This design comes from an exercise in tuning for small area, a short achievable clock period and few clock cycles on the open sky130 flow, not from production work.
The RTL was checked by simulation tests, not by an equivalence proof against the original design.
Power is estimated from default activity; no workload was simulated.

==> design.v <==
package esfaPkg;
  typedef enum logic [7:0] {
    opWrite = 8'h00,
    opClear = 8'h01,
    opRead  = 8'h02,
    opFind  = 8'h03,
    opCount = 8'h04
  } esfaOpT;
  typedef enum logic [1:0] {
    stateIdle,
    stateFetch,
    stateApply,
    stateCheck
  } runnerStateT;
  typedef struct packed {
    logic [15:0] spareHigh;
    logic [7:0]  expectedValue;
    esfaOpT      selector;
    logic [7:0]  newValue;
    logic [7:0]  newIndex;
    logic [7:0]  handle;
    logic [4:0]  spareLow;
    logic        endOfProgram;
    logic        expectedBool;
    logic        isMutating;
  } programWordT;
  typedef struct packed {
    logic [7:0] expectedValue;
    esfaOpT     selector;
    logic [7:0] newValue;
    logic [3:0] newIndex;
    logic [1:0] handle;
    logic       endOfProgram;
    logic       expectedBool;
    logic       isMutating;
  } storedWordT;
  typedef struct packed {
    logic [1:0] handle;
    logic [3:0] index;
    logic [7:0] value;
    esfaOpT     op;
    logic       valid;
  } esfaRequestT;
  typedef struct packed {
    logic       flag;
    logic [7:0] value;
  } esfaResultT;
endpackage
`timescale 1ns/100ps
module programStore (
  input  logic                           clk,
  input  logic                           load,
  input  logic [6-1:0] loadAddress,
  input  esfaPkg::programWordT           loadWord,
  input  logic [6-1:0] readAddress,
  output esfaPkg::storedWordT            readWord
);
  logic [32:0]                             words [64];
  esfaPkg::storedWordT                     loadStored;
  always_comb begin
    loadStored.expectedValue = loadWord.expectedValue;
    loadStored.selector      = loadWord.selector;
    loadStored.newValue      = loadWord.newValue;
    loadStored.newIndex      = loadWord.newIndex[3:0];
    loadStored.handle        = loadWord.handle[1:0];
    loadStored.endOfProgram  = loadWord.endOfProgram;
    loadStored.expectedBool  = loadWord.expectedBool;
    loadStored.isMutating    = loadWord.isMutating;
  end
  always_ff @(posedge clk) begin
    if (load) begin
      words[loadAddress] <= loadStored;
    end
  end
  always_ff @(posedge clk) begin
    readWord <= words[readAddress];
  end
endmodule
`timescale 1ns/100ps
module esfaStore (
  input  logic                 clk,
  input  logic                 reset,
  input  esfaPkg::esfaRequestT request,
  output esfaPkg::esfaResultT  result
);
  localparam int HandleBits = $clog2(4);
  localparam int IndexBits  = $clog2(16);
  localparam int CountBits  = $clog2(16 + 1);
  logic [16-1:0][7:0] entries [4];
  logic [CountBits-1:0]          counts  [4];
  logic [HandleBits-1:0]         selHandle;
  logic [IndexBits-1:0]          selIndex;
  logic [16-1:0][7:0] handleRow;
  logic [7:0]                    oldEntry;
  logic                          entryWasSet;
  logic                          entryWillSet;
  logic                          findHit;
  logic [7:0]                    findIndex;
  assign selHandle = request.handle[HandleBits-1:0];
  assign selIndex  = request.index[IndexBits-1:0];
  assign handleRow = entries[selHandle];
  assign oldEntry  = handleRow[selIndex];
  assign entryWasSet  = (oldEntry != 8'd0);
  assign entryWillSet = (request.value != 8'd0);
  always_comb begin
    findHit   = 1'b0;
    findIndex = 8'hFF;
    for (int i = 16 - 1; i >= 0; i--) begin
      if (handleRow[i] == request.value) begin
        findHit   = 1'b1;
        findIndex = 8'(i);
      end
    end
  end
  always_ff @(posedge clk) begin
    if (!reset) begin
      for (int h = 0; h < 4; h++) begin
        entries[HandleBits'(h)] <= '0;
        counts[HandleBits'(h)]  <= '0;
      end
    end else if (request.valid) begin
      case (request.op)
        esfaPkg::opWrite: begin
          entries[selHandle][selIndex] <= request.value;
          if (!entryWasSet && entryWillSet) begin
            counts[selHandle] <= counts[selHandle] + 1'b1;
          end else if (entryWasSet && !entryWillSet) begin
            counts[selHandle] <= counts[selHandle] - 1'b1;
          end
        end
        esfaPkg::opClear: begin
          entries[selHandle] <= '0;
          counts[selHandle]  <= '0;
        end
        default: begin
        end
      endcase
    end
  end
  always_ff @(posedge clk) begin
    if (request.valid) begin
      case (request.op)
        esfaPkg::opRead: begin
          result.flag  <= entryWasSet;
          result.value <= oldEntry;
        end
        esfaPkg::opFind: begin
          result.flag  <= findHit;
          result.value <= findIndex;
        end
        esfaPkg::opCount: begin
          result.flag  <= (counts[selHandle] != '0);
          result.value <= 8'(counts[selHandle]);
        end
        default: begin
        end
      endcase
    end
  end
endmodule
`timescale 1ns/100ps
module benchmarkRunner (
  input  logic                           clk,
  input  logic                           reset,
  input  logic                           doRun,
  output logic [6-1:0] readAddress,
  input  esfaPkg::storedWordT            readWord,
  output esfaPkg::esfaRequestT           request,
  input  esfaPkg::esfaResultT            result,
  output logic                           isRunning,
  output logic                           wasSuccessful,
  output logic [6-1:0] failStep
);
  esfaPkg::runnerStateT state;
  logic       runHeld;
  logic       startRun;
  logic       stepMutating;
  esfaPkg::esfaResultT stepExpected;
  logic       stepFailed;
  assign startRun = (state == esfaPkg::stateIdle) && doRun && !runHeld;
  assign stepFailed = !stepMutating && (result != stepExpected);
  always_comb begin
    request.handle = readWord.handle;
    request.index  = readWord.newIndex;
    request.value  = readWord.newValue;
    request.op     = readWord.selector;
    request.valid  = (state == esfaPkg::stateApply) && !readWord.endOfProgram;
  end
  always_ff @(posedge clk) begin
    if (state == esfaPkg::stateApply) begin
      stepMutating       <= readWord.isMutating;
      stepExpected.flag  <= readWord.expectedBool;
      stepExpected.value <= readWord.expectedValue;
    end
  end
  always_ff @(posedge clk) begin
    if (!reset) begin
      state         <= esfaPkg::stateIdle;
      readAddress   <= '0;
      isRunning     <= 1'b0;
      wasSuccessful <= 1'b1;
      failStep      <= '0;
      runHeld       <= 1'b0;
    end else begin
      if (!doRun) begin
        runHeld <= 1'b0;
      end
      case (state)
        esfaPkg::stateIdle: begin
          if (startRun) begin
            runHeld       <= 1'b1;
            state         <= esfaPkg::stateFetch;
            readAddress   <= '0;
            isRunning     <= 1'b1;
            wasSuccessful <= 1'b1;
            failStep      <= '0;
          end
        end
        esfaPkg::stateFetch: state <= esfaPkg::stateApply;
        esfaPkg::stateApply: begin
          if (readWord.endOfProgram) begin
            state     <= esfaPkg::stateIdle;
            isRunning <= 1'b0;
          end else begin
            state <= esfaPkg::stateCheck;
          end
        end
        esfaPkg::stateCheck: begin
          if (stepFailed) begin
            state         <= esfaPkg::stateIdle;
            isRunning     <= 1'b0;
            wasSuccessful <= 1'b0;
            failStep      <= readAddress;
          end else begin
            readAddress <= readAddress + 1'b1;
            state       <= esfaPkg::stateFetch;
          end
        end
        default: state <= esfaPkg::stateIdle;
      endcase
    end
  end
endmodule
`timescale 1ns/100ps
module esfaBenchmark (
  input  logic                           clk,
  input  logic                           reset,
  input  logic                           load,
  input  logic [6-1:0] loadAddress,
  input  esfaPkg::programWordT           loadWord,
  input  logic                           doRun,
  output logic                           isRunning,
  output logic                           wasSuccessful,
  output logic [6-1:0] failStep
);
  logic [6-1:0] readAddress;
  esfaPkg::storedWordT                     readWord;
  esfaPkg::esfaRequestT                    request;
  esfaPkg::esfaResultT                     result;
  programStore programMemory (
    .clk        (clk),
    .load       (load),
    .loadAddress(loadAddress),
    .loadWord   (loadWord),
    .readAddress(readAddress),
    .readWord   (readWord)
  );
  esfaStore store (
    .clk    (clk),
    .reset  (reset),
    .request(request),
    .result (result)
  );
  benchmarkRunner runner (
    .clk          (clk),
    .reset        (reset),
    .doRun        (doRun),
    .readAddress  (readAddress),
    .readWord     (readWord),
    .request      (request),
    .result       (result),
    .isRunning    (isRunning),
    .wasSuccessful(wasSuccessful),
    .failStep     (failStep)
  );
endmodule
==> run.sh <==
#!/bin/bash
# synth_recipe.tcl (not shown) runs the flow's synth.tcl, then flattens the netlist and writes it again
# the make line also repeats each setting of config.mk as NAME=value (left out here)
make -C /OpenROAD-flow-scripts/flow DESIGN_CONFIG=/design/flow/config.mk WORK_HOME=/design/flow/orfs CLKGATE_MAP_FILE= SYNTH_SCRIPT=/design/flow/synth_recipe.tcl finish
==> config.mk <==
export PLATFORM = sky130hd
export DESIGN_NAME = esfaBenchmark
export DESIGN_NICKNAME = esfaBenchmark
export VERILOG_FILES = /design/flow/design.v
export SDC_FILE = /design/flow/constraint.sdc
export NUM_CORES = 4
export LEC_CHECK = 0
export CAP_MARGIN = 20
export CORE_MARGIN = 2
export CORE_UTILIZATION = 40
export SLEW_MARGIN = 20
==> constraint.sdc <==
create_clock -name core_clock -period 8.0 [get_ports {clk}]
set_input_delay 1.6000 -clock core_clock [delete_from_list [all_inputs] [get_ports {clk}]]
set_output_delay 1.6000 -clock core_clock [all_outputs]
set_load 0.01 [all_outputs]
==> flow_metrics.env <==
export IMPL_setup_violations=0
export IMPL_worst_pin_slew_ps=1130
export IMPL_drtAntennaViolNets=0
export IMPL_post_synth_cell_area_avg_um2=20.7
export IMPL_ys_flop_type="edfxtp_1"
export IMPL_die_y_um=523
export IMPL_ys_types=64
export IMPL_grt_antenna_before_repair=13
export IMPL_vias=52000
export IMPL_hold_path_depth=0
export IMPL_core_um2=268000
export IMPL_routedWlPerCell_um=28.8
export IMPL_grt_overflow=0
export IMPL_yosys_area_top_type="edfxtp_1"
export IMPL_end_kind="register"
export IMPL_max_slew_margin=0.246
export IMPL_path_common_cell="nor3_1"
export IMPL_postSynthCellCount=5207
export IMPL_cp_data_arrival_time_ps=6060
export IMPL_hold_viol_final=0
export IMPL_syn_area_um2=108000
export IMPL_path_clk_slew_ps=60
export IMPL_numCtsBuffers=295
export IMPL_yosysSeqAreaShare=0.752
export IMPL_setup_tns_ps=0
export IMPL_dieArea_um2=273000
export IMPL_post_cts_buffers=0
export IMPL_setup_slack_ps=2480
export IMPL_crit_required_ps=8540
export IMPL_min_period_over_period=0.690
export IMPL_finalWirelength_um=264000
export IMPL_postCtsHoldBufs=0
export IMPL_peakVddDrop_mv=0.201
export IMPL_crit_type="register to register"
export IMPL_async_reset_ff_frac=0
export IMPL_viasPerCell=5.66
export IMPL_syn_num_nets=5286
export IMPL_grt_pass1_wl_um=381000
export IMPL_min_from="programMemory.readWord[25]"
export IMPL_start_util=0.402
export IMPL_cts_buffer_depth=4
export IMPL_synth_most_common_cell="edfxtp_1"
export IMPL_leakagePower_nw=37.7
export IMPL_min_path_type="register to register"
export IMPL_cts_resized_gates=0
export IMPL_reg2reg_slack_ps=2480
export IMPL_fmax_mhz=181
export IMPL_clock_sinks=2713
export IMPL_grt_max_degree=129
export IMPL_drive_above_1_share=0.264
export IMPL_fin_crit_ps=5520
export IMPL_gp_congestion=0.831
export IMPL_maxCapViolCount=0
export IMPL_cpPeakStageDelay_ps=970
export IMPL_status="complete, no violations"
export IMPL_crit_chain="buf_12 > mux4_2 > mux4_2 > nor3_1 > a311o_1 > o2111ai_1 > nor3_4 > nor3_1 > fa_1 > a21o_1 > a21oi_1 > xnor2_1 > and2_1 > mux2i_1 > nor3_1"
export IMPL_drc=0
export IMPL_finalMaxSlewViolations=0
export IMPL_grt_usage=0.193
export IMPL_numPortBuffers=50
export IMPL_first_pass_iters=5
export IMPL_root_buffer="clkbuf_16"
export IMPL_pre_cts_slack_ps=2440
export IMPL_fillers=22300
export IMPL_yosys_warnings=3
export IMPL_cts_tree="built"
export IMPL_grt_pass1_vias=53300
export IMPL_ioPinCount=82
export IMPL_critPathMaxFanout=47
export IMPL_slowest_stage="dfxtp_4"
export IMPL_r2r_start="programMemory.readWord[3]"
export IMPL_holdPathEnd="runner.stepExpected[0]"
export IMPL_power_per_cell_area_nw_per_um2=240
export IMPL_cts_htree_levels=5
export IMPL_rsz0062_at_grt="false"
export IMPL_synth_commonest_cells="edfxtp_1 (2663), mux4_2 (839), nor2_1 (535)"
export IMPL_drt_initial_drc_count=5778
export IMPL_syn_to_final_growth_pct=13.5
export IMPL_skew_ps=103
export IMPL_rows=190
export IMPL_hpwl_um=147000
export IMPL_rr_worst_depth=15
export IMPL_nNetsFinal=5492
export IMPL_die_w_um=523
export IMPL_synth_seq_cells=2713
export IMPL_clk_latency_ps=890
export IMPL_synth_edf_count=2663
export IMPL_synth_area_leaders="edfxtp_1 (74%), mux4_2 (18%), nor2_1 (1.9%), nand2_1 (0.94%), dfxtp_1 (0.93%)"
export IMPL_start_kind="register"
export IMPL_hold_ws_ps=407
export IMPL_synth_top_area_frac=0.743
export IMPL_timing_rr_end="store.counts[0][4]"
## metrics by stage
stage | util | power, W | std cells | area, um^2
floorplan | - | 0.0164 | 5207 | 108000
global placement | 0.422 | 0.0167 | 8665 | 113000
detailed placement | 0.422 | 0.0167 | 8667 | 113000
CTS | 0.456 | 0.0296 | 9180 | 122000
global route | 0.456 | 0.0301 | 9184 | 122000
finish | 0.456 | 0.0293 | 9187 | 122000
## power breakdown
part | total, W | leakage (nW) | internal (W) | switching, W
clock | 0.0129 | 4.43 | 0.00741 | 0.00549
combinational | 0.000599 | 8.23 | 0.000171 | 0.000428
sequential | 0.0158 | 25.1 | 0.0158 | 0.0000492
total | 0.0293 | 37.7 | 0.0233 | 0.00597
## registers in the layout, summed over array words and instances, names as in the netlist
signal	flops
store.entries	512
programMemory.words	2112
programMemory.readWord	33
store.counts	20
runner.isRunning	1
runner.wasSuccessful	1
store.result	9
runner.stepExpected	9
runner.failStep	6
runner.state	2
runner.readAddress	6
runner.runHeld	1
runner.stepMutating	1
## cells in the final DEF (no fill, tap or decap), types with 11 or more instances in the layout
| master | count |
|---|---|
| edfxtp_1 | 2663 |
| mux4_2 | 839 |
| nor2_1 | 468 |
| clkbuf_16 | 298 |
| nand2_1 | 271 |
| inv_1 | 152 |
| buf_4 | 134 |
| xnor2_1 | 109 |
| nor2_4 | 67 |
| clkbuf_1 | 61 |
| clkinv_1 | 57 |
| clkinv_2 | 50 |
| dfxtp_1 | 42 |
| a21oi_1 | 38 |
| nand4_1 | 37 |
| xor2_1 | 36 |
| a22oi_1 | 24 |
| nor4_1 | 21 |
| nor3_1 | 19 |
| o21ai_1 | 17 |
| bufinv_16 | 16 |
| clkdlybuf4s50_1 | 16 |
| nand3_1 | 13 |
| buf_12 | 13 |
| inv_6 | 11 |
## cell type report
cell class                 count  area [um^2]  share of cell area
multi-input combinational   2076        25600               0.209
clock inverter               152         1340              0.0110
sequential                  2713        81000               0.663
timing repair buffer         172         1520              0.0124
antenna                        6         15.0            0.000123
inverter                     155          582             0.00476
clock buffer                 361         7710              0.0631
tap                         3552         4440              0.0364
## worst max path at each step
stage	startpoint	end	cells past startpoint
floorplan	loadAddress[5]	programMemory.words[32][0]	4
global placement	programMemory.readWord[3]	store.counts[0][4]	15
detailed placement	programMemory.readWord[3]	store.counts[0][4]	15
CTS	programMemory.readWord[3]	store.counts[0][4]	15
global route	programMemory.readWord[3]	store.counts[0][4]	15
finish	programMemory.readWord[3]	store.counts[0][4]	15
## worst max-delay path, delay by kind of cell (launching register included)
kind            cells  cell delay, ps
buf+inv             1             420
flops               1             970
compound gates      4             770
fa+ha+maj           1             450
simple gates        5             980
mux                 3            1450
xor+xnor            1             100
## layer usage
metal  wire [um]  vias to the layer above  global-route usage
li1            -                    21600                   -
met5          11                        -                   0
met2      132000                     1934               0.319
met1      107000                    28000               0.265
met4        7100                        2              0.0543
met3       18800                      424              0.0324
## logic make-up (layout without fill, tap and decap cells)
family                   Yosys count  in the layout  synth area share
XOR/XNOR                         145            145            0.0118
buffers and inverters            418            840            0.0154
multiplexers                     843            843             0.176
AO/OA/AOI/OAI                    136            136           0.00817
flip-flops                      2713           2713             0.752
AND/OR/NAND/NOR                  947            947            0.0363
other                              0              6                 0
adder cells (fa/ha/maj)            5              5          0.000651
Testbench counts, summed over its fixed seeds: cycles 53,873.

-- what the ideal ports hide --
The flow's constraints put no driver on any port. The routed layout listed below was extracted and timed again, unchanged, in two steps.
Step 1: set_driving_cell puts a clkbuf_16 on clk and a buf_2 on each other input, an assumption about the parent block.
Step 2, shift: input delay + t, output delay - t, t = (earliest + latest rising clock arrival at the registers) / 2. This alone moves slack from input paths to output paths.
a / b / c = no drivers / after step 1 / after step 2; a / b = the first two.
t, ns: 0.940
setup slack, ns: 2.480 / 2.480 / 2.480
worst data-port slew with drivers (ns): 0.38
After both steps this run still meets setup and hold. For this run, drivers alone change the setup slack by 0.000 ns; drivers and shift together by 0.000 ns.
